Background: an optimization exercise with open tools, aiming at a short achievable clock period. Do not read the settings as production practice.
At most, simulation tests tie the RTL to the original design; equivalence was not proved.
Function not checked in run 2: the RTL went through the layout flow alone.
Power figures rest on the tool's default switching activity, not on a simulated workload.

File: design/flow/config.mk
export PLATFORM = sky130hd
export DESIGN_NAME = imem_loader
export DESIGN_NICKNAME = imem_loader
export VERILOG_FILES = /design/flow/design.v
export SDC_FILE = /design/flow/constraint.sdc
export NUM_CORES = 4
export LEC_CHECK = 0
export ABC_CLOCK_PERIOD_IN_PS = 1500
export CAP_MARGIN = 20
export CORE_MARGIN = 2
export CORE_UTILIZATION = 35
export CTS_CLUSTER_DIAMETER = 200
export CTS_CLUSTER_SIZE = 28
export SETUP_SLACK_MARGIN = 1.3
export SLEW_MARGIN = 20
File: design/flow/constraint.sdc
create_clock -name core_clock -period 3.0 [get_ports {clk}]
set_input_delay 0.6000 -clock core_clock [delete_from_list [all_inputs] [get_ports {clk}]]
set_output_delay 0.6000 -clock core_clock [all_outputs]
set_load 0.01 [all_outputs]
File: design/flow/design.v
module imem_loader #(
  parameter int unsigned        DATA_W    = 32,
  parameter int unsigned        DEPTH     = 64,
  parameter logic [DATA_W-1:0]  HALT_WORD = DATA_W'(32'h0000007F),
  localparam int unsigned       CNT_W     = $clog2(DEPTH) + 1
) (
  input  logic              clk,
  input  logic              rst_n,
  input  logic              ld_start,
  input  logic              ld_valid,
  input  logic [DATA_W-1:0] ld_data,
  input  logic              ld_last,
  output logic              ld_ready,
  input  logic              req,
  input  logic [31:0]       pc,
  output logic              rsp_valid,
  output logic [DATA_W-1:0] inst,
  output logic              fault,
  output logic [1:0]        fault_cause,
  output logic              mem_ready,
  output logic [CNT_W-1:0]  loaded_cnt,
  output logic              ovf
);
  localparam int unsigned AW = $clog2(DEPTH);
  logic               st_load_q, st_load_d;
  logic               st_ready_q, st_ready_d;
  logic [CNT_W-1:0]   ptr_q, ptr_d;
  logic [DEPTH-1:0]   th_q, th_d;          
  logic [DEPTH-1:0]   wsel_q, wsel_d;      
  logic [DEPTH-1:0]   lm_q, lm_d;          
  logic               ovf_q, ovf_d;
  logic               ld_ready_q, ld_ready_d;
  logic               full;
  logic               take;                
  logic               wr_go;               
  logic [DATA_W-1:0]  mem [DEPTH];
  always_comb begin
    full       = th_q[DEPTH-1];
    take       = st_load_q && ld_valid && !ld_start;
    wr_go      = ld_valid && !ld_start;    
    st_load_d  = st_load_q;
    st_ready_d = st_ready_q;
    ptr_d      = ptr_q;
    th_d       = th_q;
    wsel_d     = wsel_q;
    ovf_d      = ovf_q;
    if (ld_start) begin
      st_load_d  = 1'b1;
      st_ready_d = 1'b0;
      ptr_d      = '0;
      th_d       = '0;
      wsel_d     = DEPTH'(1);
      ovf_d      = 1'b0;
    end else if (take) begin
      if (!full) begin
        ptr_d  = ptr_q + 1'b1;
        th_d   = {th_q[DEPTH-2:0], 1'b1};
        wsel_d = wsel_q << 1;
      end else begin
        ovf_d = 1'b1;
      end
      if (ld_last) begin
        st_load_d  = 1'b0;
        st_ready_d = 1'b1;
        wsel_d     = '0;
      end
    end
    ld_ready_d = st_load_d && !th_d[DEPTH-1];
    lm_d       = {DEPTH{st_ready_d}} & th_d;
  end
  always_ff @(posedge clk or negedge rst_n) begin
    if (!rst_n) begin
      st_load_q  <= 1'b0;
      st_ready_q <= 1'b0;
      ptr_q      <= '0;
      th_q       <= '0;
      wsel_q     <= '0;
      lm_q       <= '0;
      ovf_q      <= 1'b0;
      ld_ready_q <= 1'b0;
    end else begin
      st_load_q  <= st_load_d;
      st_ready_q <= st_ready_d;
      ptr_q      <= ptr_d;
      th_q       <= th_d;
      wsel_q     <= wsel_d;
      lm_q       <= lm_d;
      ovf_q      <= ovf_d;
      ld_ready_q <= ld_ready_d;
    end
  end
  for (genvar i = 0; i < DEPTH; i++) begin : g_word
    always_ff @(posedge clk) begin
      if (wr_go && wsel_q[i]) begin
        mem[i] <= ld_data;
      end
    end
  end
  logic               aligned;
  logic               in_range;
  logic               is_loaded;
  logic               good;
  logic [1:0]         cause;
  logic [DATA_W-1:0]  rd_word;
  logic [DATA_W-1:0]  inst_d;
  always_comb begin
    aligned   = (pc[1:0] == 2'b00);
    in_range  = ~|pc[31:2+AW];
    is_loaded = lm_q[pc[2+AW-1:2]];
    rd_word   = mem[pc[2+AW-1:2]];
    good      = aligned && in_range && is_loaded;
    if (!aligned)        cause = 2'b01;
    else if (!in_range)  cause = 2'b10;
    else if (!is_loaded) cause = 2'b11;
    else                 cause = 2'b00;
    inst_d    = good ? rd_word : HALT_WORD;
  end
  logic               rsp_valid_q;
  logic [DATA_W-1:0]  inst_q;
  logic               fault_q;
  logic [1:0]         cause_q;
  always_ff @(posedge clk or negedge rst_n) begin
    if (!rst_n) begin
      rsp_valid_q <= 1'b0;
      inst_q      <= '0;
      fault_q     <= 1'b0;
      cause_q     <= 2'b00;
    end else begin
      rsp_valid_q <= req;
      if (req) begin
        inst_q  <= inst_d;
        fault_q <= !good;
        cause_q <= cause;
      end
    end
  end
  assign rsp_valid   = rsp_valid_q;
  assign inst        = inst_q;
  assign fault       = fault_q;
  assign fault_cause = cause_q;
  assign mem_ready   = st_ready_q;
  assign loaded_cnt  = ptr_q;
  assign ld_ready    = ld_ready_q;
  assign ovf         = ovf_q;
endmodule
File: design/flow/run.sh
#!/bin/bash
# synth_recipe.tcl (not shown) runs the flow's synth.tcl, then flattens the netlist and writes it again
# the make line also repeats each setting of config.mk as NAME=value (left out here)
make -C /OpenROAD-flow-scripts/flow DESIGN_CONFIG=/design/flow/config.mk WORK_HOME=/design/flow/orfs CLKGATE_MAP_FILE= SYNTH_SCRIPT=/design/flow/synth_recipe.tcl finish
==> results.sh, run 1 <==
export IMPL_status="complete, no violations"
export IMPL_clockBufferDepth=3
export IMPL_period_minus_slack_ns=2.29
export IMPL_worstSetupStartpointType="input port"
export IMPL_grt_total_usage_pct=27.2
export IMPL_critPathMostFrequentCell="buf_12"
export IMPL_drtIter0Drc=10800
export IMPL_fin_worst_skew_ns=0.0451
export IMPL_reg2reg_from="mem[60][30]$_DFFE_PP_"
export IMPL_synthArstFlopShare_pct=10.5
export IMPL_yosys_warnings=2
export IMPL_grt_max_degree=93
export IMPL_via_count=55500
export IMPL_min_delay_start="ld_data[12]"
export IMPL_totalPowerFinal_uw=53100
export IMPL_cts_sinks=2287
export IMPL_dieWidth_um=493
export IMPL_antenna_left=0
export IMPL_htree_num_levels=3
export IMPL_overflow=0
export IMPL_wl_met2_mm=150
export IMPL_nets=5891
export IMPL_multi_input_area_sq_um=16900
export IMPL_fin_setup_tns_ns=0
export IMPL_wl_per_cell_um=37.6
export IMPL_viasPerCell=6.12
export IMPL_synth_area_sq_um=83600
export IMPL_fin_util_pct=44.3
export IMPL_synth_cell_types=61
export IMPL_top_layer="met5"
export IMPL_crit_path_max_fanout=8
export IMPL_grt_pass1_wl_mm=451
export IMPL_hpwl_mm=214
export IMPL_arrival_ns=2.95
export IMPL_wl_met3_mm=48.4
export IMPL_cp_end_kind="flip-flop"
export IMPL_slowest_delay_ns=0.57
export IMPL_cp_cell_sequence="buf_12, buf_12, nand4b_1, buf_6, buf_4, nor2_4, buf_12, a22oi_2, nand4_1, or4_4, o32ai_2, o22ai_1"
export IMPL_path_class="input port to flip-flop"
export IMPL_cts_buffers=91
export IMPL_hold_class="input port to flip-flop"
export IMPL_slew_headroom_pct=20.4
export IMPL_drive_above_1_share_pct=27.6
export IMPL_drt_met1_wl_mm=123
export IMPL_path_delay_family="simple AND/OR/NAND/NOR gates"
export IMPL_pwr_density_cell_nw_per_um2=504
export IMPL_antenna_found_initial=21
export IMPL_critPathBufInv=5
export IMPL_path_clk_slew_ns=0.11
export IMPL_ys_flop_type="edfxtp_1"
export IMPL_dieHeight_um=493
export IMPL_avgSynthCellArea_sq_um=17.1
export IMPL_instances_no_fill=9070
export IMPL_die_area_sq_um=243000
export IMPL_row_count=179
export IMPL_portBuffers=115
export IMPL_fin_crit_sh_pct=76.3
export IMPL_synthesis_nets=4954
export IMPL_setup_viol=0
export IMPL_clk_insertion_delay_late_ns=0.82
export IMPL_slowest_stage="or4_4"
export IMPL_p_leak_uw=0.0353
export IMPL_drt_pass1_iterations=17
export IMPL_fillers=20700
export IMPL_drcViolationCount=0
export IMPL_rsz0062_at_grt="true"
export IMPL_cts_root_buf="clkbuf_16"
export IMPL_gp_congestion=0.924
export IMPL_slew_viol_final=0
export IMPL_syn2layout_area_growth_pct=26.0
export IMPL_placedCellCount=8632
export IMPL_worstMarginPinSlew_ns=1.19
export IMPL_grt_pass1_vias=52100
export IMPL_synth_enable_flop_cells=2048
export IMPL_drv_cap=0
export IMPL_ys_seq_area_share_pct=80.7
export IMPL_max_clock_freq_mhz=437
export IMPL_syn_inst=4883
export IMPL_irDropWorstVdd_uv=439
export IMPL_pin_count=116
export IMPL_floorplan_initialDensity_pct=35.2
export IMPL_register_area_sq_um=67500
export IMPL_cts_tree="done"
export IMPL_cp_required_ns=3.66
export IMPL_drt_wl_total_mm=341
export IMPL_synth_seq_cells=2287
export IMPL_core_area_sq_um=238000
export IMPL_startpoint="pc[2]"
export IMPL_hold_violations=0
## path summary, 6_finish.rpt
kind / end / slack (ns) / depth (start not counted)
max: inst_q[16]$_DFFE_PN0P_ / 0.71 / 12
min reg2reg: wsel_q[63]$_DFFE_PN0P_ / 0.50 / 2
max in group asynchronous: st_load_q$_DFF_PN0_ / 1.75 / 3
min: mem[0][12]$_DFFE_PP_ / 0.1 / 1
max reg2reg: inst_q[30]$_DFFE_PN0P_ / 0.79 / 7
min in group asynchronous: th_q[5]$_DFF_PN0_ / 0.34 / 2
## synth_stat cells, types with 4 or more instances
library cell,n,area (sq um)
a211oi_1,6,45.0
a21oi_1,20,100
a221o_1,9,90.1
a221oi_1,58,508
a222oi_1,14,140
a22o_1,66,578
a22oi_1,828,6220
a31o_1,9,78.8
a31o_2,4,35.0
a31oi_1,6,37.5
a32o_1,8,80.1
a32oi_1,5,43.8
and2_1,66,413
and3_1,14,87.6
and4_1,8,70.1
and4b_1,4,40.0
buf_1,16,60.1
buf_2,118,591
buf_4,15,113
clkbuf_1,137,514
dfrtp_1,239,5980
edfxtp_1,2048,61500
inv_1,90,338
mux2i_1,40,400
nand2_1,287,1080
nand2b_1,66,413
nand3_1,24,120
nand4_1,185,1160
nand4b_1,4,35.0
nand4bb_1,6,67.6
nor2_1,179,672
nor2b_1,5,31.3
nor3_1,28,140
nor4_1,31,194
nor4bb_1,5,50.1
o21a_1,64,480
o21ai_0,68,340
o22a_1,7,61.3
o22ai_1,29,181
o2bb2ai_1,9,78.8
o32ai_1,7,61.3
or4_1,17,128
## flip-flops by register name, summed over array words and instances, names as in the netlist
signal and count:
mem 2048, lm_q 64, th_q 64, wsel_q 64
inst_q 32, ptr_q 7, cause_q 2, fault_q 1
ld_ready_q 1, ovf_q 1, rsp_valid_q 1, st_load_q 1
st_ready_q 1
## report_power, final
part	switching (uW)	leakage [uW]	internal, uW
combinational	1610	0.0124	945
sequential	16.7	0.0217	34700
clock	9870	0.00127	5970
## layout make-up
class                      count  share of cell area [%]
sequential                  2287                    64.1
multi-input combinational   2224                    16.0
timing repair buffer        1126                    13.2
tap                         3167                    3.76
clock buffer                 162                    2.43
inverter                      90                   0.321
clock inverter                 7                   0.119
antenna                        7                  0.0166
## repair_timing
action                      CTS  global route
gates resized for setup     565           157
pin swaps                   214           160
hold buffers                  2             0
setup buffers               163            71
gates cloned                 15            11
setup endpoints to repair  2265          2304
hold endpoints to repair     59             0
## through the flow
| stage | setup slack [ns] | area (sq um) | hold slack, ns |
|---|---|---|---|
| floorplan | 0.573 | 84700 | 0.304 |
| global placement | -0.960 | 97400 | 0.463 |
| detailed placement | -0.963 | 97400 | 0.475 |
| CTS | 0.760 | 104000 | 0.0712 |
| global route | 0.715 | 105000 | 0.0979 |
| finish | 0.712 | 105000 | 0.0990 |
## placed cells by master (no fill, tap or decap), types with 64 or more instances in the layout
cell type,instances
nand2_1,278
buf_4,527
nand2b_1,64
inv_1,90
nor2_4,73
a22o_1,65
clkbuf_16,100
dfrtp_1,225
buf_12,351
o21a_1,64
nand4_1,185
buf_6,122
and2_4,66
clkbuf_1,70
nor2_1,105
a22oi_2,133
a22oi_1,695
edfxtp_1,2048
o21ai_0,64
## layer usage
layer | up-vias | track usage [%]
met4 | 24 | 12.3
met1 | 28500 | 36.9
met2 | 4548 | 41.2
met5 | - | 0
li1 | 21500 | -
met3 | 826 | 6.88
## cells by family after synthesis
logic type	share of synthesized area, %
AO/OA/AOI/OAI	11.1
XOR/XNOR	0.0628
adder cells (fa/ha/maj)	0.0150
buffers and inverters	1.94
flip-flops	80.7
multiplexers	0.479
AND/OR/NAND/NOR	5.76
==> run 2, diff against run 1 <==
--- a/design/flow/design.v
+++ b/design/flow/design.v
@@ -101,41 +101,45 @@
   logic               is_loaded;
   logic               good;
   logic [1:0]         cause;
-  logic [DATA_W-1:0]  rd_word;
-  logic [DATA_W-1:0]  inst_d;
+  logic [DATA_W-1:0]  rd_lo, rd_hi;              
+  logic [DATA_W-1:0]  inst_lo_d, inst_hi_d;
   always_comb begin
     aligned   = (pc[1:0] == 2'b00);
     in_range  = ~|pc[31:2+AW];
     is_loaded = lm_q[pc[2+AW-1:2]];
-    rd_word   = mem[pc[2+AW-1:2]];
+    rd_lo     = mem[{1'b0, pc[2+AW-2:2]}];
+    rd_hi     = mem[{1'b1, pc[2+AW-2:2]}];
     good      = aligned && in_range && is_loaded;
     if (!aligned)        cause = 2'b01;
     else if (!in_range)  cause = 2'b10;
     else if (!is_loaded) cause = 2'b11;
     else                 cause = 2'b00;
-    inst_d    = good ? rd_word : HALT_WORD;
+    inst_lo_d = (good && !pc[2+AW-1]) ? rd_lo : '0;
+    inst_hi_d = !good ? HALT_WORD : (pc[2+AW-1] ? rd_hi : '0);
   end
   logic               rsp_valid_q;
-  logic [DATA_W-1:0]  inst_q;
+  logic [DATA_W-1:0]  inst_lo_q, inst_hi_q;
   logic               fault_q;
   logic [1:0]         cause_q;
   always_ff @(posedge clk or negedge rst_n) begin
     if (!rst_n) begin
       rsp_valid_q <= 1'b0;
-      inst_q      <= '0;
+      inst_lo_q   <= '0;
+      inst_hi_q   <= '0;
       fault_q     <= 1'b0;
       cause_q     <= 2'b00;
     end else begin
       rsp_valid_q <= req;
       if (req) begin
-        inst_q  <= inst_d;
+        inst_lo_q <= inst_lo_d;
+        inst_hi_q <= inst_hi_d;
         fault_q <= !good;
         cause_q <= cause;
       end
     end
   end
   assign rsp_valid   = rsp_valid_q;
-  assign inst        = inst_q;
+  assign inst        = inst_lo_q | inst_hi_q;
   assign fault       = fault_q;
   assign fault_cause = cause_q;
   assign mem_ready   = st_ready_q;
==> run 2 against run 1 <==
- still clean on timing, DRC and antenna
- sequential cell count increased by 32
- combinational power increased by 37%
- synthesized cell count increased by 10%
- critical path depth decreased by 10
- first-iteration DRC count increased by 7.6%
- non-clock buffer count decreased by 41
- wire length increased by 2.7%
- synthesized area increased by 3.9%
- sequential power increased by 1%
==> results.sh, run 2 <==
export IMPL_layout_commonest_cell="edfxtp_1"
export IMPL_crit_path_max_fanout=2
export IMPL_pin_count=116
export IMPL_wl_per_cell_um=36.5
export IMPL_drt_pass1_iterations=6
export IMPL_power_frac_comb_pct=6.4
export IMPL_fin_util_pct=44.4
export IMPL_register_area_sq_um=68300
export IMPL_antenna_found_initial=33
export IMPL_portBuffers=115
export IMPL_clkPwrFrac_pct=29.3
export IMPL_hold_violations=0
export IMPL_clockBufferDepth=3
export IMPL_arrival_ns=1.77
export IMPL_slowest_stage="dfrtp_2"
export IMPL_antenna_left=0
export IMPL_cp_end_kind="output port"
export IMPL_cts_tree="done"
export IMPL_synth_enable_flop_cells=2048
export IMPL_slew_viol_final=0
export IMPL_cts_root_buf="clkbuf_16"
export IMPL_startpoint="inst_lo_q[2]$_DFFE_PN0P_"
export IMPL_fin_setup_tns_ns=0
export IMPL_worstSetupStartpointType="flip-flop"
export IMPL_path_clk_slew_ns=0.11
export IMPL_fin_worst_skew_ns=0.0454
export IMPL_synthesis_nets=5455
export IMPL_min_delay_start="ld_data[1]"
export IMPL_synth_area_top_cells="edfxtp_1 71%, dfrtp_1 7.8%, a22oi_1 4.6%"
export IMPL_worst_hold_slack_ns=0.231
export IMPL_synth_cell_types=69
export IMPL_grt_pass1_vias=55400
export IMPL_worstMarginPinSlew_ns=1.09
export IMPL_grt_pass1_wl_mm=469
export IMPL_slew_headroom_pct=27.4
export IMPL_layout_common_cells="2048 x edfxtp_1, 528 x buf_4, 526 x and3_1"
export IMPL_fillers=21300
export IMPL_avgSynthCellArea_sq_um=16.1
export IMPL_cp_required_ns=2.40
export IMPL_rsz0062_at_grt="true"
export IMPL_row_count=182
export IMPL_hold_depth=1
export IMPL_yosys_cell_count_top_type="edfxtp_1"
export IMPL_drcViolationCount=0
export IMPL_p_int_uw=42400
export IMPL_die_area_sq_um=252000
export IMPL_yosys_warnings=2
export IMPL_synth_top_area_cell="edfxtp_1"
export IMPL_drtIter0Drc=11600
export IMPL_yosysTopAreaCellShare_pct=70.8
export IMPL_top_register="mem"
export IMPL_placed_area_sq_um=100000
export IMPL_rr_worst_depth=9
export IMPL_synth_seq_cells=2319
export IMPL_swShare_pct=22.4
export IMPL_fin_crit_sh_pct=78.9
export IMPL_cp_cell_sequence="or2_4, buf_6"
export IMPL_viasPerCell=6.23
export IMPL_syn2layout_area_growth_pct=25.8
export IMPL_clk_insertion_delay_late_ns=0.80
export IMPL_floorplan_initialDensity_pct=35.3
export IMPL_synth_area_sq_um=86900
export IMPL_pwr_density_cell_nw_per_um2=500
export IMPL_postLayoutCellArea_sq_um=109000
export IMPL_grt_total_usage_pct=27.0
export IMPL_irDropWorstVdd_uv=539
export IMPL_p_switching_uw=12200
export IMPL_largest_register_ffs=2048
export IMPL_reg2reg_from="lm_q[39]$_DFF_PN0_"
export IMPL_synth_common_cells="2048 x edfxtp_1, 538 x a22oi_1, 537 x and3_1, 286 x clkbuf_1, 286 x nand2_1"
export IMPL_setup_viol=0
export IMPL_r2r_slack_ns=0.83
export IMPL_hold_class="input port to flip-flop"
export IMPL_dieWidth_um=502
export IMPL_overflow=0
export IMPL_gp_congestion=0.894
export IMPL_drv_cap=0
export IMPL_cts_buffers=92
export IMPL_placedCellCount=9167
export IMPL_hpwl_mm=212
export IMPL_path_class="flip-flop to output port"
export IMPL_syn_inst=5384
export IMPL_p_leak_uw=0.0390
export IMPL_period_minus_slack_ns=2.37
export IMPL_ys_flop_type="edfxtp_1"
export IMPL_htree_num_levels=3
export IMPL_dieHeight_um=502
export IMPL_drive_above_1_share_pct=28.2
export IMPL_multi_input_area_sq_um=20600
export IMPL_via_count=59700
export IMPL_status="complete, no violations"
export IMPL_core_area_sq_um=246000
export IMPL_max_clock_freq_mhz=423
export IMPL_drt_wl_total_mm=350
export IMPL_cts_sinks=2319
export IMPL_slowest_delay_ns=0.52
export IMPL_pwr_share_seq_pct=64.3
export IMPL_synthArstFlopShare_pct=11.7
export IMPL_grt_max_degree=70
export IMPL_ys_seq_area_share_pct=78.6
export IMPL_nets=6257
export IMPL_instances_no_fill=9583
[run 2: cell types whose count changed after synthesis, moves of 105 or more]
cell	before	now
a2111oi_0	2	183
a21oi_1	20	125
clkbuf_1	137	286
nand3_1	24	279
a22oi_1	828	538
and3_1	14	537
[run 2: layer usage]
layer | global-route usage, % | vias to the layer above | share of wire, %
met4 | 11.6 | 14 | 5.2
met1 | 36.5 | 30800 | 35
met5 | 0 | - | 0.023
li1 | - | 23000 | -
met3 | 7.18 | 855 | 15
met2 | 40.9 | 5002 | 45
[run 2: kinds of logic (layout without fill, tap and decap cells)]
group | count (synthesis) | after routing | share of synthesized area [%]
flip-flops | 2319 | 2319 | 78.6
AND/OR/NAND/NOR | 1556 | 1558 | 9.87
AO/OA/AOI/OAI | 1027 | 1027 | 8.88
buffers and inverters | 446 | 1316 | 2.10
multiplexers | 31 | 31 | 0.511
XOR/XNOR | 4 | 4 | 0.0403
adder cells (fa/ha/maj) | 1 | 1 | 0.0144
other | 0 | 15 | 0
[run 2: power by group through the flow]
| stage | Combinational, uW | Clock, uW | Sequential [uW] |
|---|---|---|---|
| after floorplan | 937 | 0 | 35900 |
| after global placement | 2760 | 0 | 35900 |
| after detailed placement | 2790 | 0 | 35900 |
| after CTS | 3200 | 15900 | 35100 |
| after global routing | 3560 | 16900 | 35100 |
| final | 3500 | 16000 | 35100 |
[run 2: what timing repair did]
item,CTS,global route
pin swaps,186,201
hold buffers,1,0
endpoints found under the setup margin,1510,212
gates resized for setup,747,307
setup buffers,156,58
cloned,20,2
hold endpoints to repair,55,0
[run 2: critical path, delay by kind of cell (launching register included)]
| kind | cells | cell delay (ns) |
|---|---|---|
| AND/OR/NAND/NOR | 1 | 0.31 |
| flip-flops | 1 | 0.52 |
| buffers and inverters | 1 | 0.14 |
[run 2: cell type report]
type                    instances  share of cell area, %
flip-flops and latches       2319                   62.5
multi-input cells            2621                   18.9
repair buffers               1085                   12.1
well taps                    3312                   3.79
clock buffers                 159                   2.37
inverters                      67                  0.320
clock inverters                 5                 0.0549
diodes                         15                 0.0343
[run 2: worst paths after layout]
check / end
max: inst[2]
min: mem[11][1]$_DFFE_PP_
max reg2reg: inst_hi_q[14]$_DFFE_PN0P_
min reg2reg: th_q[14]$_DFF_PN0_
max in group asynchronous: inst_lo_q[0]$_DFFE_PN0P_
min in group asynchronous: fault_q$_DFFE_PN0P_
[run 2: per-stage QoR]
| step | setup slack (ns) | total power [uW] |
|---|---|---|
| after floorplan | 0.595 | 36800 |
| after global placement | -0.968 | 38600 |
| after detailed placement | -0.793 | 38600 |
| after CTS | 0.603 | 54200 |
| after global routing | 0.606 | 55600 |
| final | 0.634 | 54600 |
==> run 3, diff against run 2 <==
--- a/design/flow/design.v
+++ b/design/flow/design.v
@@ -101,45 +101,41 @@
   logic               is_loaded;
   logic               good;
   logic [1:0]         cause;
-  logic [DATA_W-1:0]  rd_lo, rd_hi;              
-  logic [DATA_W-1:0]  inst_lo_d, inst_hi_d;
+  logic [DATA_W-1:0]  rd_word;
+  logic [DATA_W-1:0]  inst_d;
   always_comb begin
     aligned   = (pc[1:0] == 2'b00);
     in_range  = ~|pc[31:2+AW];
     is_loaded = lm_q[pc[2+AW-1:2]];
-    rd_lo     = mem[{1'b0, pc[2+AW-2:2]}];
-    rd_hi     = mem[{1'b1, pc[2+AW-2:2]}];
+    rd_word   = mem[pc[2+AW-1:2]];
     good      = aligned && in_range && is_loaded;
     if (!aligned)        cause = 2'b01;
     else if (!in_range)  cause = 2'b10;
     else if (!is_loaded) cause = 2'b11;
     else                 cause = 2'b00;
-    inst_lo_d = (good && !pc[2+AW-1]) ? rd_lo : '0;
-    inst_hi_d = !good ? HALT_WORD : (pc[2+AW-1] ? rd_hi : '0);
+    inst_d    = good ? rd_word : HALT_WORD;
   end
   logic               rsp_valid_q;
-  logic [DATA_W-1:0]  inst_lo_q, inst_hi_q;
+  logic [DATA_W-1:0]  inst_q;
   logic               fault_q;
   logic [1:0]         cause_q;
   always_ff @(posedge clk or negedge rst_n) begin
     if (!rst_n) begin
       rsp_valid_q <= 1'b0;
-      inst_lo_q   <= '0;
-      inst_hi_q   <= '0;
+      inst_q      <= '0;
       fault_q     <= 1'b0;
       cause_q     <= 2'b00;
     end else begin
       rsp_valid_q <= req;
       if (req) begin
-        inst_lo_q <= inst_lo_d;
-        inst_hi_q <= inst_hi_d;
+        inst_q  <= inst_d;
         fault_q <= !good;
         cause_q <= cause;
       end
     end
   end
   assign rsp_valid   = rsp_valid_q;
-  assign inst        = inst_lo_q | inst_hi_q;
+  assign inst        = inst_q;
   assign fault       = fault_q;
   assign fault_cause = cause_q;
   assign mem_ready   = st_ready_q;
==> design/flow/flow/run.sh (new file) <==
#!/bin/bash
# Standard layout (the standard.sh, all steps), with more cells marked
# don't-use: the 4-high series stacks (or4*, nor4*, a2111o*, a2111oi*,
# o2111a*, o2111ai*) and a222oi_1 (one weak size only). They are slow on the
# read path's wide OR trees, and the timing repair cannot size them out.
# The platform's own don't-use list is kept and extended.
set -euo pipefail
cfg="$FLOW_HOME/platforms/sky130hd/config.mk"
lib="$FLOW_HOME/platforms/sky130hd/lib/sky130_fd_sc_hd__tt_025C_1v80.lib"
plat_dont_use=$(awk '/^export DONT_USE_CELLS \+= /{on=1} on{print; if ($0 !~ /\\$/) exit}' "$cfg" \
  | grep -o 'sky130_fd_sc_hd__[a-z0-9_]*' | tr '\n' ' ')
extra=$(grep -o 'cell ("*sky130_fd_sc_hd__\(or4\|nor4\|a2111o\|o2111a\|a222oi\)[a-z0-9_]*' "$lib" \
  | sed 's/cell ("*//' | sort -u | tr '\n' ' ')
{ echo "platform don't-use: $plat_dont_use"; echo "extra don't-use: $extra"; } > run.log
bash standard.sh "DONT_USE_CELLS=$plat_dont_use $extra" finish > standard.log 2>&1
==> design/flow/standard.sh (new file) <==
#!/bin/bash
# synth_recipe.tcl (not shown) runs the flow's synth.tcl, then flattens the netlist and writes it again
# the make line also repeats each setting of config.mk as NAME=value (left out here)
make -C /OpenROAD-flow-scripts/flow DESIGN_CONFIG=/design/flow/config.mk WORK_HOME=/design/flow/orfs CLKGATE_MAP_FILE= SYNTH_SCRIPT=/design/flow/synth_recipe.tcl "${@:-finish}"
removed: design/flow/run.sh
==> run 3 against run 2 <==
- still clean on timing, DRC and antenna
- via count shrank 6.2%
- total power is 3.0% lower
- cell count down 6.3%
- global-route usage rose by 0.16 points
- non-clock buffer count fell by 47
- largest power group unchanged
==> results.sh, run 3 <==
export IMPL_p_leak_uw=0.0345
export IMPL_min_delay_start="ld_data[13]"
export IMPL_gp_congestion=0.934
export IMPL_floorplan_initialDensity_pct=35.3
export IMPL_top_register="mem"
export IMPL_largest_register_ffs=2048
export IMPL_period_minus_slack_ns=2.24
export IMPL_synth_top_area_cell="edfxtp_1"
export IMPL_syn2layout_area_growth_pct=24.1
export IMPL_antenna_left=0
export IMPL_synth_area_top_cells="edfxtp_1 73%, a22oi_1 7.9%, dfrtp_1 7.1%"
export IMPL_drive_above_1_share_pct=25.6
export IMPL_startpoint="pc[4]"
export IMPL_core_area_sq_um=239000
export IMPL_setup_ws_ns=0.761
export IMPL_ys_seq_area_share_pct=80.2
export IMPL_fin_crit_sh_pct=74.6
export IMPL_yosysTopAreaCellShare_pct=73.1
export IMPL_slew_headroom_pct=22.4
export IMPL_reg2reg_from="lm_q[51]$_DFF_PN0_"
export IMPL_overflow=0
export IMPL_synth_cell_types=62
export IMPL_worstSetupStartpointType="input port"
export IMPL_cp_required_ns=3.63
export IMPL_cts_tree="done"
export IMPL_fin_worst_skew_ns=0.0582
export IMPL_synth_seq_cells=2287
export IMPL_ys_flop_type="edfxtp_1"
export IMPL_cts_root_buf="clkbuf_16"
export IMPL_p_int_uw=41500
export IMPL_nets=5808
export IMPL_antenna_found_initial=18
export IMPL_dieWidth_um=494
export IMPL_yosys_cell_count_top_type="edfxtp_1"
export IMPL_layout_common_cells="2048 x edfxtp_1, 811 x a22oi_1, 461 x buf_4"
export IMPL_status="complete, no violations"
export IMPL_drt_wl_total_mm=342
export IMPL_grt_pass1_vias=52000
export IMPL_clk_insertion_delay_late_ns=0.82
export IMPL_path_class="input port to flip-flop"
export IMPL_max_clock_freq_mhz=447
export IMPL_syn_inst=4886
export IMPL_totalPowerFinal_uw=53000
export IMPL_drtIter0Drc=10700
export IMPL_pwr_density_cell_nw_per_um2=507
export IMPL_synthesis_nets=4957
export IMPL_slew_viol_final=0
export IMPL_portBuffers=115
export IMPL_worstMarginPinSlew_ns=1.16
export IMPL_setup_viol=0
export IMPL_viasPerCell=6.23
export IMPL_fin_setup_tns_ns=0
export IMPL_crit_path_max_fanout=12
export IMPL_hold_class="input port to flip-flop"
export IMPL_irDropWorstVdd_uv=478
export IMPL_pin_count=116
export IMPL_grt_pass1_wl_mm=451
export IMPL_pre_cts_slack_ns=-0.599
export IMPL_cts_sinks=2287
export IMPL_arrival_ns=2.87
export IMPL_clockBufferDepth=3
export IMPL_hold_violations=0
export IMPL_drt_pass1_iterations=6
export IMPL_grt_total_usage_pct=27.1
export IMPL_power_frac_comb_pct=4.7
export IMPL_synth_common_cells="2048 x edfxtp_1, 888 x a22oi_1, 239 x dfrtp_1, 221 x nand2_1, 220 x nor2_1"
export IMPL_cts_buffers=91
export IMPL_htree_num_levels=3
export IMPL_yosys_warnings=2
export IMPL_layout_commonest_cell="edfxtp_1"
export IMPL_worst_hold_slack_ns=0.172
export IMPL_clkPwrFrac_pct=29.7
export IMPL_rsz0062_at_grt="true"
export IMPL_swShare_pct=21.6
export IMPL_pwr_share_seq_pct=65.5
export IMPL_synth_area_sq_um=84100
export IMPL_cp_end_kind="flip-flop"
export IMPL_grt_max_degree=77
export IMPL_via_count=56000
export IMPL_wl_per_cell_um=38.1
export IMPL_dieHeight_um=494
export IMPL_avgSynthCellArea_sq_um=17.2
export IMPL_drcViolationCount=0
export IMPL_row_count=179
export IMPL_synthArstFlopShare_pct=10.5
export IMPL_synth_enable_flop_cells=2048
export IMPL_hpwl_mm=210
export IMPL_p_switching_uw=11400
export IMPL_drv_cap=0
export IMPL_path_clk_slew_ns=0.11
export IMPL_die_area_sq_um=244000
-- run 3: cells by family (layout without fill, tap and decap cells) --
| kind of cell | count (synthesis) | in the layout | share of synthesized area (%) |
|---|---|---|---|
| compound gates | 1223 | 1223 | 10.8 |
| xor+xnor | 6 | 6 | 0.0625 |
| fa+ha+maj | 1 | 1 | 0.0149 |
| buf+inv | 360 | 1272 | 2.05 |
| flops | 2287 | 2287 | 80.2 |
| mux | 37 | 37 | 0.442 |
| other cells | 0 | 8 | 0 |
| simple gates | 972 | 975 | 6.47 |
-- run 3: cell type report --
type | instances | area, sq um
Fill cell | 20600 | 134000
Sequential cell | 2287 | 67500
Multi-Input combinational cell | 2242 | 16700
Timing Repair Buffer | 1038 | 13300
Tap cell | 3167 | 3960
Clock buffer | 152 | 2550
Inverter | 77 | 289
Clock inverter | 5 | 72.6
Antenna cell | 8 | 20.0
-- run 3: worst max-delay path: stages --
cell and delay [ns]:
buf_6 0.13, buf_12 0.15, buf_4 0.14, nand4bb_4 0.14, buf_4 0.18, nor2_4 0.06, buf_4 0.14, buf_12 0.15
a22oi_2 0.31, and4_1 0.28, nand4_1 0.19, o31ai_2 0.28, o22ai_2 0.09
-- run 3: routing by layer --
metal / share of wire, % / GRT usage, %
met1: 35 / 35.7
met2: 43 / 40.6
met3: 15 / 7.48
met4: 7.1 / 15.2
met5: 0.016 / 0
-- run 3: timing repair --
item	4_1_cts	5_1_grt
gates cloned	20	6
hold endpoints to repair	49	0
setup endpoints to repair	1397	540
hold buffers	1	0
setup buffers	190	45
resized for setup	520	134
pin swaps	132	102
-- run 3: per-stage QoR --
step | util, % | instances | area (sq um)
global route | 43.8 | 8971 | 104000
finish | 43.8 | 8976 | 104000
CTS | 43.2 | 8917 | 103000
detailed placement | 40.7 | 8549 | 97100
floorplan | - | 4886 | 85000
global placement | 40.7 | 8549 | 97100
-- run 3: worst paths after layout --
check	end	depth (start not counted)	slack [ns]
hold reg to reg	wsel_q[63]$_DFFE_PN0P_	2	0.51
max in group asynchronous	wsel_q[3]$_DFFE_PN0P_	3	1.62
setup / recovery	inst_q[22]$_DFFE_PN0P_	13	0.76
setup reg to reg	inst_q[22]$_DFFE_PN0P_	9	0.84
hold / removal	mem[56][13]$_DFFE_PP_	1	0.17
min in group asynchronous	ptr_q[1]$_DFFE_PN0P_	2	0.44
-- run 3: power by group through the flow --
stage	Combinational, uW	Clock (uW)	Sequential (uW)
after global routing	2580	16600	34700
after global placement	2000	0	35400
after floorplan	717	0	35400
after CTS	2340	15700	34700
after detailed placement	2040	0	35400
final	2510	15700	34700
==> run 4, diff against run 3 <==
--- a/design/flow/config.mk
+++ b/design/flow/config.mk
@@ -9,7 +9,7 @@
 export CAP_MARGIN = 20
 export CORE_MARGIN = 2
 export CORE_UTILIZATION = 35
-export CTS_CLUSTER_DIAMETER = 200
-export CTS_CLUSTER_SIZE = 28
+export CTS_CLUSTER_DIAMETER = 150
+export CTS_CLUSTER_SIZE = 25
 export SETUP_SLACK_MARGIN = 1.3
 export SLEW_MARGIN = 20
==> run 4 against run 3 <==
- die area stayed put
- maximum frequency is 0.11% lower
- clock power is 6% higher
- sequential share of layout area is 0.10 points higher
- non-clock buffer count is 21 lower
- first-iteration DRC count hardly changed
- setup slack worse by 0.0025 ns
- synthesized cell count stayed put
- count of clock-buffer cells in the layout is 20 higher
- utilization is 0.071 points lower
- clock skew is 0.010 ns higher
- worst hold slack worse by 0.048 ns
- largest power group unchanged
==> results.sh, run 4 <==
export IMPL_htree_num_levels=3
export IMPL_startpoint="pc[2]"
export IMPL_max_clock_freq_mhz=446
export IMPL_synth_cell_types=62
export IMPL_r2r_slack_ns=0.89
export IMPL_drt_pass1_iterations=6
export IMPL_overflow=0
export IMPL_synth_area_top_cells="edfxtp_1 73%, a22oi_1 7.9%, dfrtp_1 7.1%"
export IMPL_avgSynthCellArea_sq_um=17.2
export IMPL_ys_flop_type="edfxtp_1"
export IMPL_fillers=20600
export IMPL_grt_max_degree=77
export IMPL_worstMarginPinSlew_ns=1.19
export IMPL_clockBufferDepth=3
export IMPL_yosysTopAreaCellShare_pct=73.1
export IMPL_nets=5797
export IMPL_core_area_sq_um=239000
export IMPL_yosys_cell_count_top_type="edfxtp_1"
export IMPL_fin_crit_sh_pct=74.7
export IMPL_largest_register_ffs=2048
export IMPL_drt_wl_total_mm=341
export IMPL_syn_inst=4886
export IMPL_critPathMostFrequentCell="buf_12"
export IMPL_die_area_sq_um=244000
export IMPL_dieHeight_um=494
export IMPL_arrival_ns=2.94
export IMPL_slew_headroom_pct=20.7
export IMPL_synthArstFlopShare_pct=10.5
export IMPL_critPathBufInv=6
export IMPL_slew_viol_final=0
export IMPL_multi_input_area_sq_um=16500
export IMPL_grt_pass1_vias=52300
export IMPL_hpwl_mm=210
export IMPL_hold_class="input port to flip-flop"
export IMPL_drv_cap=0
export IMPL_viasPerCell=6.24
export IMPL_layout_commonest_cell="edfxtp_1"
export IMPL_worst_hold_slack_ns=0.124
export IMPL_worstSetupStartpointType="input port"
export IMPL_cp_required_ns=3.70
export IMPL_hold_depth=3
export IMPL_path_delay_family="simple AND/OR/NAND/NOR gates"
export IMPL_synth_enable_flop_cells=2048
export IMPL_slowest_stage="nor2_4"
export IMPL_layout_common_cells="2048 x edfxtp_1, 812 x a22oi_1, 460 x buf_4"
export IMPL_gp_congestion=0.934
export IMPL_register_area_sq_um=67500
export IMPL_slowest_delay_ns=0.36
export IMPL_setup_viol=0
export IMPL_via_count=56000
export IMPL_antenna_left=0
export IMPL_period_minus_slack_ns=2.24
export IMPL_top_register="mem"
export IMPL_rsz0062_at_grt="true"
export IMPL_pwr_density_cell_nw_per_um2=516
export IMPL_synthesis_nets=4957
export IMPL_p_leak_uw=0.0344
export IMPL_drcViolationCount=0
export IMPL_r2r_end="inst_q[27]$_DFFE_PN0P_"
export IMPL_instances_no_fill=8977
export IMPL_placedCellCount=8549
export IMPL_portBuffers=115
export IMPL_floorplan_initialDensity_pct=35.3
export IMPL_path_clk_slew_ns=0.10
export IMPL_dieWidth_um=494
export IMPL_synth_common_cells="2048 x edfxtp_1, 888 x a22oi_1, 239 x dfrtp_1, 221 x nand2_1, 220 x nor2_1"
export IMPL_cts_root_buf="clkbuf_16"
export IMPL_grt_pass1_wl_mm=453
export IMPL_crit_path_max_fanout=8
export IMPL_yosys_warnings=2
export IMPL_drtIter0Drc=10700
export IMPL_antenna_found_initial=17
export IMPL_setup_ws_ns=0.758
export IMPL_cts_buffers=101
export IMPL_fin_setup_tns_ns=0
export IMPL_rr_worst_depth=9
export IMPL_synth_area_sq_um=84100
export IMPL_hold_end="ovf_q$_DFFE_PN0P_"
export IMPL_syn2layout_area_growth_pct=23.9
export IMPL_cp_cell_sequence="buf_12, buf_12, buf_6, nand4b_4, buf_6, nor2_4, buf_4, buf_12, a22oi_1, and4_1, nand4_1, nor3_2, o31ai_2"
export IMPL_reg2reg_from="lm_q[47]$_DFF_PN0_"
export IMPL_irDropWorstVdd_uv=481
export IMPL_grt_total_usage_pct=27.2
export IMPL_pin_count=116
export IMPL_fin_worst_skew_ns=0.0684
export IMPL_cts_tree="done"
export IMPL_synth_seq_cells=2287
export IMPL_clk_insertion_delay_late_ns=0.81
export IMPL_drive_above_1_share_pct=25.0
export IMPL_synth_top_area_cell="edfxtp_1"
export IMPL_ys_seq_area_share_pct=80.2
export IMPL_pre_cts_slack_ns=-0.599
export IMPL_path_class="input port to flip-flop"
export IMPL_wl_per_cell_um=38.0
export IMPL_min_delay_start="ld_valid"
export IMPL_cts_sinks=2287
export IMPL_cp_end_kind="flip-flop"
export IMPL_fin_util_pct=43.7
export IMPL_row_count=179
export IMPL_hold_violations=0
export IMPL_status="complete, no violations"
## run 4: cells by family (layout without fill, tap and decap cells)
family	Yosys count	in the layout	synth area share, %
AOI/OAI and AO/OA	1223	1223	10.8
muxes	37	37	0.442
other	0	9	0
adders and majority gates	1	1	0.0149
xor gates and xnor gates	6	6	0.0625
and+or+nand+nor	972	975	6.47
buffers and inverters	360	1272	2.05
DFF	2287	2287	80.2
## run 4: layer usage
layer	GRT usage, %	vias to the layer above	share of wire, %	wire, um
met2	40.3	4850	43	147000
met5	0	-	0.020	68
met4	15.7	10	7.1	24200
met1	35.8	28700	35	120000
li1	-	21300	-	-
met3	7.55	1129	14	49100
## run 4: worst max-delay path by stage
| stage | end | depth (start not counted) | slack, ns |
|---|---|---|---|
| final | inst_q[27]$_DFFE_PN0P_ | 13 | 0.76 |
| after global routing | inst_q[17]$_DFFE_PN0P_ | 12 | 0.80 |
| after CTS | inst_q[9]$_DFFE_PN0P_ | 13 | 0.85 |
| after detailed placement | inst_q[28]$_DFFE_PN0P_ | 12 | -0.60 |
| after global placement | inst_q[30]$_DFFE_PN0P_ | 11 | -0.60 |
| after floorplan | inst_q[7]$_DFFE_PN0P_ | 10 | 0.74 |
## run 4: repair_timing
item	in CTS	in global routing
hold buffers	1	0
setup endpoints to repair	1292	322
buffers inserted	192	24
pin swaps	156	57
gates resized for setup	515	76
hold endpoints to repair	49	0
gates cloned	20	4
## run 4: stage by stage
step / total power, uW / cell area [sq um]
6_report: 53800 / 104000
5_1_grt: 54800 / 104000
4_1_cts: 53600 / 104000
3_5_place_dp: 37500 / 97100
3_3_place_gp: 37400 / 97100
2_1_floorplan: 36100 / 85000
## run 4: where the power goes
part           internal [uW]  switching, uW
Combinational            869           1600
Clock                   6610          10000
Sequential             34700           17.4
## run 4: layout make-up
type / count / share of cell area, %
repair buffers: 1017 / 12.5
multi-input cells: 2242 / 15.8
clock inverters: 6 / 0.101
diodes: 9 / 0.0216
inverters: 77 / 0.277
well taps: 3167 / 3.80
flip-flops and latches: 2287 / 64.8
clock buffers: 172 / 2.74
## run 4: tightest hold or removal path: cells and delay by family
family,cells,cell delay (ns)
simple gates,1,0.08
compound gates,1,0.08
buf+inv,1,0.13
==> run 5, diff against run 4 <==
--- a/design/flow/config.mk
+++ b/design/flow/config.mk
@@ -8,7 +8,7 @@
 export ABC_CLOCK_PERIOD_IN_PS = 1500
 export CAP_MARGIN = 20
 export CORE_MARGIN = 2
-export CORE_UTILIZATION = 35
+export CORE_UTILIZATION = 55
 export CTS_CLUSTER_DIAMETER = 150
 export CTS_CLUSTER_SIZE = 25
 export SETUP_SLACK_MARGIN = 1.3
==> run 5 against run 4 <==
- maximum frequency rose by 2.8%
- cell count fell by 13%
- global-route usage rose by 15 points
- clock power barely moved
- combinational power fell by 4%
- synthesized area did not move
- sequential share of layout area rose by 1.3 points
- highest routed layer unchanged
==> results.sh, run 5 <==
export IMPL_synth_seq_cells=2287
export IMPL_cts_tree="done"
export IMPL_core_area_sq_um=152000
export IMPL_fillers=10300
export IMPL_antenna_found_initial=6
export IMPL_dieHeight_um=395
export IMPL_drt_wl_total_mm=333
export IMPL_row_count=143
export IMPL_slew_viol_final=0
export IMPL_grt_pass1_vias=51800
export IMPL_drt_pass1_iterations=6
export IMPL_max_clock_freq_mhz=459
export IMPL_gp_congestion=0.945
export IMPL_crit_path_max_fanout=26
export IMPL_fin_worst_skew_ns=0.0412
export IMPL_drv_cap=0
export IMPL_antenna_left=0
export IMPL_synth_enable_flop_cells=2048
export IMPL_cts_buffers=101
export IMPL_grt_total_usage_pct=42.3
export IMPL_synthArstFlopShare_pct=10.5
export IMPL_nets=5774
export IMPL_hold_violations=0
export IMPL_die_area_sq_um=156000
export IMPL_placedCellCount=7445
export IMPL_cts_root_buf="clkbuf_16"
export IMPL_totalPowerFinal_uw=53500
export IMPL_fin_util_pct=67.3
export IMPL_drtIter0Drc=10800
export IMPL_slowest_delay_ns=0.31
export IMPL_rsz0062_at_grt="true"
export IMPL_path_clk_slew_ns=0.10
export IMPL_floorplan_initialDensity_pct=55.4
export IMPL_cp_end_kind="flip-flop"
export IMPL_overflow=0
export IMPL_yosys_cell_count_top_type="edfxtp_1"
export IMPL_synth_area_sq_um=84100
export IMPL_htree_num_levels=3
export IMPL_synth_area_top_cells="edfxtp_1 73%, a22oi_1 7.9%, dfrtp_1 7.1%"
export IMPL_wl_per_cell_um=42.5
export IMPL_irDropWorstVdd_uv=429
export IMPL_largest_register_ffs=2048
export IMPL_multi_input_area_sq_um=16700
export IMPL_drcViolationCount=0
export IMPL_pwr_density_cell_nw_per_um2=524
export IMPL_critPathMostFrequentCell="buf_12"
export IMPL_syn2layout_area_growth_pct=21.4
export IMPL_synth_common_cells="2048 x edfxtp_1, 888 x a22oi_1, 239 x dfrtp_1, 221 x nand2_1, 220 x nor2_1"
export IMPL_drive_above_1_share_pct=24.8
export IMPL_layout_commonest_cell="edfxtp_1"
export IMPL_top_register="mem"
export IMPL_clockBufferDepth=3
export IMPL_clk_insertion_delay_late_ns=0.78
export IMPL_slew_headroom_pct=23.7
export IMPL_viasPerCell=7.09
export IMPL_hpwl_mm=209
export IMPL_arrival_ns=2.86
export IMPL_hold_class="input port to flip-flop"
export IMPL_dieWidth_um=395
export IMPL_via_count=55400
export IMPL_setup_viol=0
export IMPL_avgSynthCellArea_sq_um=17.2
export IMPL_worst_hold_slack_ns=0.241
export IMPL_cts_sinks=2287
export IMPL_register_area_sq_um=67500
export IMPL_postLayoutCellArea_sq_um=102000
export IMPL_worstMarginPinSlew_ns=1.14
export IMPL_instances_no_fill=7821
export IMPL_syn_inst=4886
export IMPL_yosys_warnings=2
export IMPL_path_class="input port to flip-flop"
export IMPL_ys_seq_area_share_pct=80.2
export IMPL_status="complete, no violations"
export IMPL_cp_cell_sequence="buf_12, bufbuf_16, nand4_4, buf_4, nor2_4, buf_12, a22oi_1, nand4_1, nor2_1, and4_1, o31ai_4"
export IMPL_portBuffers=115
export IMPL_grt_max_degree=75
export IMPL_worstSetupStartpointType="input port"
export IMPL_grt_pass1_wl_mm=444
export IMPL_layout_common_cells="2048 x edfxtp_1, 825 x a22oi_1, 484 x buf_4"
export IMPL_cp_required_ns=3.68
export IMPL_synth_cell_types=62
export IMPL_period_minus_slack_ns=2.18
export IMPL_p_leak_uw=0.0342
export IMPL_synthesis_nets=4957
export IMPL_pin_count=116
export IMPL_slowest_stage="bufbuf_16"
export IMPL_synth_top_area_cell="edfxtp_1"
export IMPL_placed_area_sq_um=95700
export IMPL_ys_flop_type="edfxtp_1"
export IMPL_fin_crit_sh_pct=72.7
export IMPL_yosysTopAreaCellShare_pct=73.1
-- run 5: cell type report --
cell class	count	area share [%]
multi-input cells	2241	16.3
inverters	77	0.283
well taps	2030	2.49
clock inverters	6	0.0600
diodes	7	0.0171
repair buffers	995	12.0
clock buffers	178	2.80
flip-flops and latches	2287	66.1
-- run 5: critical path: cells and delay by family --
| family | cells | cell delay (ns) |
|---|---|---|
| compound gates | 2 | 0.45 |
| buf+inv | 4 | 0.99 |
| simple gates | 5 | 0.76 |
-- run 5: final timing paths --
| path | from | cells after the start | to | slack, ns |
|---|---|---|---|---|
| max | pc[3] | 11 | inst_q[17]$_DFFE_PN0P_ | 0.82 |
| min | ld_data[24] | 1 | mem[53][24]$_DFFE_PP_ | 0.24 |
| max reg2reg | lm_q[53]$_DFF_PN0_ | 9 | inst_q[15]$_DFFE_PN0P_ | 0.85 |
| min reg2reg | wsel_q[63]$_DFFE_PN0P_ | 2 | wsel_q[63]$_DFFE_PN0P_ | 0.49 |
| max in group asynchronous | rst_n | 3 | inst_q[0]$_DFFE_PN0P_ | 1.78 |
| min in group asynchronous | rst_n | 2 | ptr_q[1]$_DFFE_PN0P_ | 0.41 |
-- run 5: per-stage QoR --
stage | TNS (ns) | worst slack [ns]
3_3_place_gp | -16.51 | -0.553
5_1_grt | 0 | 0.810
4_1_cts | 0 | 0.891
6_report | 0 | 0.820
2_1_floorplan | 0 | 0.744
3_5_place_dp | -16.94 | -0.566
-- run 5: repair_timing --
| action | CTS | global route |
|---|---|---|
| gates cloned | 18 | 3 |
| buffers inserted | 127 | 36 |
| resized for setup | 485 | 86 |
| pin swaps | 121 | 94 |
| setup endpoints to repair | 1926 | 134 |
| hold buffers | 1 | 0 |
| hold endpoints to repair | 66 | 0 |
-- run 5: per-layer routing --
layer / part of all wire (%) / vias to the layer above / GRT usage (%)
met4: 7.1 / 10 / 23.2
met1: 35 / 28200 / 58.2
met5: 0.032 / - / 0
met2: 44 / 4962 / 62.3
met3: 15 / 1037 / 11.0
li1: - / 21300 / -
-- run 5: cell families (layout without fill, tap and decap cells) --
group / Yosys count / after routing / synth area share, %
simple gates: 972 / 974 / 6.47
flops: 2287 / 2287 / 80.2
compound gates: 1223 / 1223 / 10.8
mux: 37 / 37 / 0.442
buf+inv: 360 / 1256 / 2.05
fa+ha+maj: 1 / 1 / 0.0149
other cells: 0 / 7 / 0
xor+xnor: 6 / 6 / 0.0625
-- run 5: where the power goes --
group          switching (uW)  internal (uW)
sequential               15.1          34700
clock                    9870           6560
combinational            1570            815
==> run 6, diff against run 5 <==
--- a/design/flow/config.mk
+++ b/design/flow/config.mk
@@ -8,7 +8,7 @@
 export ABC_CLOCK_PERIOD_IN_PS = 1500
 export CAP_MARGIN = 20
 export CORE_MARGIN = 2
-export CORE_UTILIZATION = 55
+export CORE_UTILIZATION = 45
 export CTS_CLUSTER_DIAMETER = 150
 export CTS_CLUSTER_SIZE = 25
 export SETUP_SLACK_MARGIN = 1.3
==> run 6 against run 5 <==
- final area is 2.3% higher
- sequential share of layout area fell by 1.5 points
- setup slack lost 0.018 ns
- global-route usage shrank 8.1 points
- still clean on timing, DRC and antenna
- critical endpoint is now inst_q[30]$_DFFE_PN0P_
- maximum frequency decreased by 0.81%
- highest routed layer unchanged
- count of clock-buffer cells in the layout is 10 lower
- sequential cell count unchanged
==> results.sh, run 6 <==
export IMPL_status="complete, no violations"
export IMPL_r2r_slack_ns=0.98
export IMPL_irDropWorstVdd_uv=533
export IMPL_row_count=158
export IMPL_grt_pass1_vias=51400
export IMPL_clockBufferDepth=3
export IMPL_cp_cell_sequence="buf_8, buf_12, buf_8, or2_4, buf_12, nor3_4, buf_4, buf_6, buf_16, buf_4, a22o_1, a221oi_2, nand4_1, o31ai_2, o22ai_1"
export IMPL_ys_seq_area_share_pct=80.2
export IMPL_synth_top_area_cell="edfxtp_1"
export IMPL_die_area_sq_um=190000
export IMPL_ys_flop_type="edfxtp_1"
export IMPL_totalPowerFinal_uw=53600
export IMPL_pwr_density_cell_nw_per_um2=512
export IMPL_rsz0062_at_grt="true"
export IMPL_synth_enable_flop_cells=2048
export IMPL_crit_path_max_fanout=6
export IMPL_worstMarginPinSlew_ns=1.17
export IMPL_portBuffers=115
export IMPL_setup_viol=0
export IMPL_period_minus_slack_ns=2.20
export IMPL_layout_commonest_cell="edfxtp_1"
export IMPL_wl_met3_mm=43.7
export IMPL_arrival_ns=2.87
export IMPL_synthesis_nets=4957
export IMPL_drcViolationCount=0
export IMPL_synth_common_cells="2048 x edfxtp_1, 888 x a22oi_1, 239 x dfrtp_1, 221 x nand2_1, 220 x nor2_1"
export IMPL_fin_crit_sh_pct=73.3
export IMPL_syn2layout_area_growth_pct=24.2
export IMPL_nets=5834
export IMPL_overflow=0
export IMPL_cts_root_buf="clkbuf_16"
export IMPL_p_leak_uw=0.0347
export IMPL_synth_area_top_cells="edfxtp_1 73%, a22oi_1 7.9%, dfrtp_1 7.1%"
export IMPL_yosysTopAreaCellShare_pct=73.1
export IMPL_via_count=55600
export IMPL_slowest_delay_ns=0.30
export IMPL_synth_cell_types=62
export IMPL_floorplan_initialDensity_pct=45.3
export IMPL_drive_above_1_share_pct=26.6
export IMPL_drt_wl_total_mm=333
export IMPL_fin_setup_tns_ns=0
export IMPL_wl_met2_mm=147
export IMPL_path_clk_slew_ns=0.10
export IMPL_drt_met1_wl_mm=116
export IMPL_antenna_found_initial=14
export IMPL_gp_congestion=0.941
export IMPL_top_layer="met5"
export IMPL_hold_violations=0
export IMPL_largest_register_ffs=2048
export IMPL_startpoint="pc[5]"
export IMPL_fin_util_pct=56.3
export IMPL_top_register="mem"
export IMPL_reg2reg_from="lm_q[60]$_DFF_PN0_"
export IMPL_path_class="input port to flip-flop"
export IMPL_cp_required_ns=3.67
export IMPL_worstSetupStartpointType="input port"
export IMPL_yosys_cell_count_top_type="edfxtp_1"
export IMPL_drt_pass1_iterations=6
export IMPL_layout_common_cells="2048 x edfxtp_1, 784 x a22oi_1, 448 x buf_4"
export IMPL_slew_headroom_pct=22.2
export IMPL_syn_inst=4886
export IMPL_avgSynthCellArea_sq_um=17.2
export IMPL_worst_path_stages=15
export IMPL_grt_pass1_wl_mm=442
export IMPL_r2r_end="inst_q[26]$_DFFE_PN0P_"
export IMPL_pin_count=116
export IMPL_synth_area_sq_um=84100
export IMPL_clk_insertion_delay_late_ns=0.85
export IMPL_max_clock_freq_mhz=455
export IMPL_hpwl_mm=210
export IMPL_htree_num_levels=3
export IMPL_synthArstFlopShare_pct=10.5
export IMPL_antenna_left=0
export IMPL_fin_worst_skew_ns=0.106
export IMPL_hold_class="input port to flip-flop"
export IMPL_drtIter0Drc=10200
export IMPL_slew_viol_final=0
export IMPL_grt_max_degree=128
export IMPL_yosys_warnings=2
export IMPL_dieWidth_um=436
export IMPL_core_area_sq_um=186000
export IMPL_cts_buffers=101
export IMPL_slowest_stage="o31ai_2"
export IMPL_critPathBufInv=8
export IMPL_viasPerCell=6.67
export IMPL_crit_end="inst_q[30]$_DFFE_PN0P_"
export IMPL_cts_tree="done"
export IMPL_dieHeight_um=436
export IMPL_postLayoutCellArea_sq_um=105000
export IMPL_synth_seq_cells=2287
export IMPL_placed_area_sq_um=96100
export IMPL_wl_per_cell_um=40.0
export IMPL_drv_cap=0
export IMPL_grt_total_usage_pct=34.3
export IMPL_path_delay_family="buffers and inverters"
export IMPL_cp_end_kind="flip-flop"
export IMPL_cts_sinks=2287
export IMPL_rr_worst_depth=10
-- run 6: cell counts after synthesis --
No cell type changed its count.
-- run 6: power by group --
part	switching, uW	leakage (uW)	internal [uW]
Combinational	1540	0.0117	809
Sequential	15.4	0.0217	34700
Clock	10000	0.00140	6490
Total	11600	0.0347	42000
-- run 6: worst min-delay path by stage --
| stage | start | end | slack, ns | cells past startpoint |
|---|---|---|---|---|
| after floorplan | rst_n | cause_q[0]$_DFFE_PN0P_ | 0.30 | 0 |
| after CTS | ld_data[26] | mem[58][26]$_DFFE_PP_ | 0.22 | 1 |
| after detailed placement | wsel_q[59]$_DFFE_PN0P_ | wsel_q[59]$_DFFE_PN0P_ | 0.49 | 2 |
| after global routing | ld_data[23] | mem[27][23]$_DFFE_PP_ | 0.18 | 1 |
| after global placement | wsel_q[63]$_DFFE_PN0P_ | wsel_q[63]$_DFFE_PN0P_ | 0.48 | 2 |
| final | ld_data[23] | mem[27][23]$_DFFE_PP_ | 0.16 | 1 |
-- run 6: cells by family after synthesis --
group	count (synthesis)	share of synthesized area (%)
flops	2287	80.2
compound gates	1223	10.8
simple gates	972	6.47
buf+inv	360	2.05
mux	37	0.442
xor+xnor	6	0.0625
fa+ha+maj	1	0.0149
-- run 6: area by class of cell --
type / count / area [sq um]
well taps: 2480 / 3100
repair buffers: 1056 / 13800
diodes: 14 / 35.0
inverters: 77 / 289
flip-flops and latches: 2287 / 67500
clock buffers: 168 / 2780
clock inverters: 8 / 195
multi-input cells: 2240 / 16800
fillers: 14100 / 81100
-- run 6: worst reg2reg max path, stage by stage, from the launching register on --
cell	delay, ns
dfrtp_1	0.38
mux2i_4	0.09
a22oi_1	0.16
nand2_1	0.12
o31ai_4	0.20
o211a_1	0.27
o21ai_4	0.09
buf_12	0.16
buf_12	0.16
buf_16	0.15
o31ai_1	0.24
-- run 6: timing repair --
action / in CTS / in global routing
gates resized for setup: 538 / 157
endpoints found under the hold margin: 46 / 0
pin swaps: 180 / 121
hold buffers: 1 / 0
cloned: 15 / 6
endpoints found under the setup margin: 1456 / 169
setup buffers: 218 / 48
-- run 6: per-layer routing --
layer  track usage (%)  vias up
met5                 0        -
met4              21.8       10
met3              7.75     1119
met2              51.5     4763
met1              45.2    28300
li1                  -    21400
-- run 6: per-stage QoR --
| stage | setup slack, ns | std cells | hold slack, ns |
|---|---|---|---|
| after detailed placement | -0.639 | 7851 | 0.494 |
| after floorplan | 0.744 | 4886 | 0.304 |
| final | 0.802 | 8330 | 0.163 |
| after global placement | -0.596 | 7851 | 0.477 |
| after global routing | 0.821 | 8316 | 0.179 |
| after CTS | 0.787 | 8261 | 0.224 |
==> run 7, diff against run 6 <==
--- a/design/flow/config.mk
+++ b/design/flow/config.mk
@@ -8,8 +8,8 @@
 export ABC_CLOCK_PERIOD_IN_PS = 1500
 export CAP_MARGIN = 20
 export CORE_MARGIN = 2
-export CORE_UTILIZATION = 45
+export CORE_UTILIZATION = 55
 export CTS_CLUSTER_DIAMETER = 150
 export CTS_CLUSTER_SIZE = 25
-export SETUP_SLACK_MARGIN = 1.3
+export SETUP_SLACK_MARGIN = 1.0
 export SLEW_MARGIN = 20
==> run 7 against run 6 <==
- setup slack improved by 0.0083 ns
- final area decreased by 1.1%
- cell count decreased by 5.2%
- die area decreased by 18%
- via count about the same
- clock skew decreased by 0.061 ns
==> results.sh, run 7 <==
export IMPL_status="complete, no violations"
export IMPL_largest_register_ffs=2048
export IMPL_worst_path_stages=15
export IMPL_yosys_warnings=2
export IMPL_worst_hold_slack_ns=0.211
export IMPL_grt_pass1_wl_mm=437
export IMPL_synth_cell_types=62
export IMPL_drv_cap=0
export IMPL_portBuffers=115
export IMPL_cp_required_ns=3.69
export IMPL_synth_common_cells="2048 x edfxtp_1, 888 x a22oi_1, 239 x dfrtp_1, 221 x nand2_1, 220 x nor2_1"
export IMPL_synth_fa_ha_area_share_pct=0.0149
export IMPL_p_int_uw=42200
export IMPL_arrival_ns=2.88
export IMPL_synthArstFlopShare_pct=10.5
export IMPL_max_clock_freq_mhz=457
export IMPL_cts_root_buf="clkbuf_16"
export IMPL_drive_above_1_share_pct=25.4
export IMPL_pin_count=116
export IMPL_crit_path_max_fanout=7
export IMPL_pwr_share_seq_pct=64.8
export IMPL_period_minus_slack_ns=2.19
export IMPL_slowest_delay_ns=0.25
export IMPL_top_register="mem"
export IMPL_cts_tree="done"
export IMPL_synth_compound_area_share_pct=10.8
export IMPL_syn2layout_area_growth_pct=22.8
export IMPL_via_count=55600
export IMPL_core_area_sq_um=152000
export IMPL_r2r_slack_ns=0.83
export IMPL_r2r_end="inst_q[6]$_DFFE_PN0P_"
export IMPL_synthesis_nets=4957
export IMPL_hold_violations=0
export IMPL_swShare_pct=21.1
export IMPL_rsz0062_at_grt="true"
export IMPL_hpwl_mm=213
export IMPL_row_count=143
export IMPL_cp_end_kind="flip-flop"
export IMPL_p_leak_uw=0.0347
export IMPL_worstMarginPinSlew_ns=1.15
export IMPL_grt_max_degree=108
export IMPL_cts_sinks=2287
export IMPL_drt_wl_total_mm=334
export IMPL_hold_class="input port to flip-flop"
export IMPL_power_frac_comb_pct=4.5
export IMPL_nets=5842
export IMPL_startpoint="pc[2]"
export IMPL_viasPerCell=7.04
export IMPL_dieHeight_um=395
export IMPL_rr_worst_depth=11
export IMPL_overflow=0
export IMPL_path_delay_family="buffers and inverters"
export IMPL_layout_commonest_cell="edfxtp_1"
export IMPL_path_clk_slew_ns=0.10
export IMPL_clk_insertion_delay_late_ns=0.78
export IMPL_layout_common_cells="2048 x edfxtp_1, 824 x a22oi_1, 489 x buf_4"
export IMPL_synth_enable_flop_cells=2048
export IMPL_cp_cell_sequence="buf_8, buf_12, or2_4, buf_12, buf_8, nor3_4, buf_6, buf_12, buf_12, buf_12, a21oi_1, nand4_1, nor2_2, and4_1, o31ai_4"
export IMPL_postLayoutCellArea_sq_um=103000
export IMPL_antenna_found_initial=8
export IMPL_critPathBufInv=8
export IMPL_grt_pass1_vias=51000
export IMPL_drt_pass1_iterations=6
export IMPL_dieWidth_um=395
export IMPL_drcViolationCount=0
export IMPL_synth_top_family_by_area="compound AO/OA/AOI/OAI gates"
export IMPL_crit_end="inst_q[19]$_DFFE_PN0P_"
export IMPL_wl_per_cell_um=42.3
export IMPL_slowest_stage="o31ai_4"
export IMPL_synth_top_area_cell="edfxtp_1"
export IMPL_cts_buffers=101
export IMPL_fin_crit_sh_pct=73.0
export IMPL_fin_worst_skew_ns=0.0444
export IMPL_slew_viol_final=0
export IMPL_grt_total_usage_pct=41.8
export IMPL_yosys_cell_count_top_type="edfxtp_1"
export IMPL_synth_area_top_cells="edfxtp_1 73%, a22oi_1 7.9%, dfrtp_1 7.1%"
export IMPL_placed_area_sq_um=96100
export IMPL_clockBufferDepth=3
export IMPL_synth_mux_area_share_pct=0.442
export IMPL_worstSetupStartpointType="input port"
export IMPL_synthSimpleGateAreaFrac_pct=6.47
export IMPL_ys_flop_type="edfxtp_1"
export IMPL_totalPowerFinal_uw=53500
export IMPL_die_area_sq_um=156000
export IMPL_p_switching_uw=11300
export IMPL_clkPwrFrac_pct=30.7
export IMPL_htree_num_levels=3
export IMPL_path_class="input port to flip-flop"
export IMPL_yosysTopAreaCellShare_pct=73.1
export IMPL_critPathMostFrequentCell="buf_12"
export IMPL_gp_congestion=0.971
export IMPL_synth_xor_area_share_pct=0.0625
export IMPL_fillers=10100
export IMPL_floorplan_initialDensity_pct=55.4
export IMPL_pwr_density_cell_nw_per_um2=518
export IMPL_setup_viol=0
export IMPL_slew_headroom_pct=23.6
export IMPL_avgSynthCellArea_sq_um=17.2
export IMPL_reg2reg_from="lm_q[37]$_DFF_PN0_"
export IMPL_ys_seq_area_share_pct=80.2
export IMPL_drtIter0Drc=10400
export IMPL_synth_seq_cells=2287
export IMPL_irDropWorstVdd_uv=519
export IMPL_antenna_left=0
export IMPL_syn_inst=4886
export IMPL_synth_area_sq_um=84100
## run 7: cell counts after synthesis
No cell type changed its count.
## run 7: logic make-up (layout without fill, tap and decap cells)
kind of cell               after synthesis  after routing
adders and majority gates                1              1
DFF                                   2287           2287
xor gates and xnor gates                 6              6
AOI/OAI and AO/OA                     1223           1223
buffers and inverters                  360           1330
and+or+nand+nor                        972            973
other                                    0              7
muxes                                   37             37
## run 7: through the flow
| stage | TNS (ns) | setup slack, ns | utilization [%] | instances |
|---|---|---|---|---|
| global route | 0 | 0.773 | 68.0 | 7888 |
| detailed placement | -11.00 | -0.560 | 63.2 | 7455 |
| floorplan | 0 | 0.744 | - | 4886 |
| global placement | -10.30 | -0.573 | 63.2 | 7455 |
| finish | 0 | 0.811 | 68.0 | 7894 |
| CTS | 0 | 0.855 | 66.8 | 7789 |
## run 7: worst min path at each step
| stage | start | end | slack (ns) | cells past startpoint |
|---|---|---|---|---|
| after floorplan | rst_n | cause_q[0]$_DFFE_PN0P_ | 0.30 | 0 |
| after global placement | rst_n | ptr_q[1]$_DFFE_PN0P_ | 0.45 | 1 |
| after detailed placement | rst_n | lm_q[61]$_DFF_PN0_ | 0.45 | 1 |
| after CTS | req | cause_q[0]$_DFFE_PN0P_ | 0.18 | 3 |
| after global routing | ld_start | wsel_q[0]$_DFFE_PN0P_ | 0.23 | 2 |
| final | ld_start | th_q[0]$_DFF_PN0_ | 0.21 | 2 |
## run 7: cell type report
| cell class | count | area [sq um] | area share (%) |
|---|---|---|---|
| antenna | 7 | 17.5 | 0.0169 |
| clock buffer | 185 | 2930 | 2.83 |
| clock inverter | 4 | 57.6 | 0.0557 |
| inverter | 77 | 289 | 0.280 |
| multi-input combinational | 2240 | 16600 | 16.0 |
| sequential | 2287 | 67500 | 65.3 |
| tap | 2030 | 2540 | 2.46 |
| timing repair buffer | 1064 | 13500 | 13.0 |
## run 7: timing repair
action                                  4_1_cts  5_1_grt
gates cloned                                 16       14
gates resized for setup                     411      159
endpoints found under the setup margin       88      129
hold buffers                                  1        0
setup buffers                               128       82
pin swaps                                    95      130
endpoints found under the hold margin        73        0
## run 7: metal layers
layer | up-vias | share of wire, % | GRT usage [%]
met5 | - | 0.024 | 0.216
met4 | 6 | 8.3 | 25.5
met3 | 1113 | 14 | 10.1
met2 | 4883 | 43 | 60.9
met1 | 28200 | 34 | 57.4
li1 | 21400 | - | -
## run 7: power groups by stage
stage | logic, uW | clock network (uW) | registers, uW
after floorplan | 697 | 0 | 35400
after global placement | 2000 | 0 | 35400
after detailed placement | 2030 | 0 | 35400
after CTS | 2180 | 16400 | 34700
after global routing | 2460 | 17400 | 34700
final | 2390 | 16400 | 34700

afterwards: timing with drivers on the ports:
No port has a modelled driver above. Below, the same layouts with a new extraction and two added sets of constraints.
Step 1, drivers: a clkbuf_16 drives clk and a buf_2 each remaining input, both assumed.
Step 2 moves the port delays by t, midway between the first and last clock arrival at a register: inputs arrive t later, outputs are due t later. That takes back most of the time a late clock gives input paths.
Slacks: ideal / step 1 / step 2; pairs: ideal / step 1.
| run | t, ns | setup slack, ns | worst setup path after step 2 | slew at the worst register clock pin (ns) |
|---|---|---|---|---|
| run 1 | 0.889 | 0.712 / 0.746 / -0.142 | input to register | 0.12 / 0.12 |
| run 2 | 0.879 | 0.634 / 0.534 / -0.167 | input to register | 0.12 / 0.12 |
| run 3 | 0.883 | 0.761 / 0.751 / -0.073 | input to register | 0.12 / 0.12 |
| run 4 | 0.877 | 0.758 / 0.753 / -0.068 | input to register | 0.12 / 0.12 |
| run 5 | 0.849 | 0.820 / 0.838 / -0.011 | input to register | 0.11 / 0.11 |
| run 6 | 0.896 | 0.802 / 0.738 / -0.062 | input to register | 0.11 / 0.11 |
| run 7 | 0.851 | 0.811 / 0.796 / 0.010 | input to register | 0.12 / 0.12 |
With both steps, setup timing fails in 6 of these runs, where it was met with ideal ports. The setup slack of run 6, which loses most, moves by -0.064 ns with the drivers and by -0.864 ns with both steps.
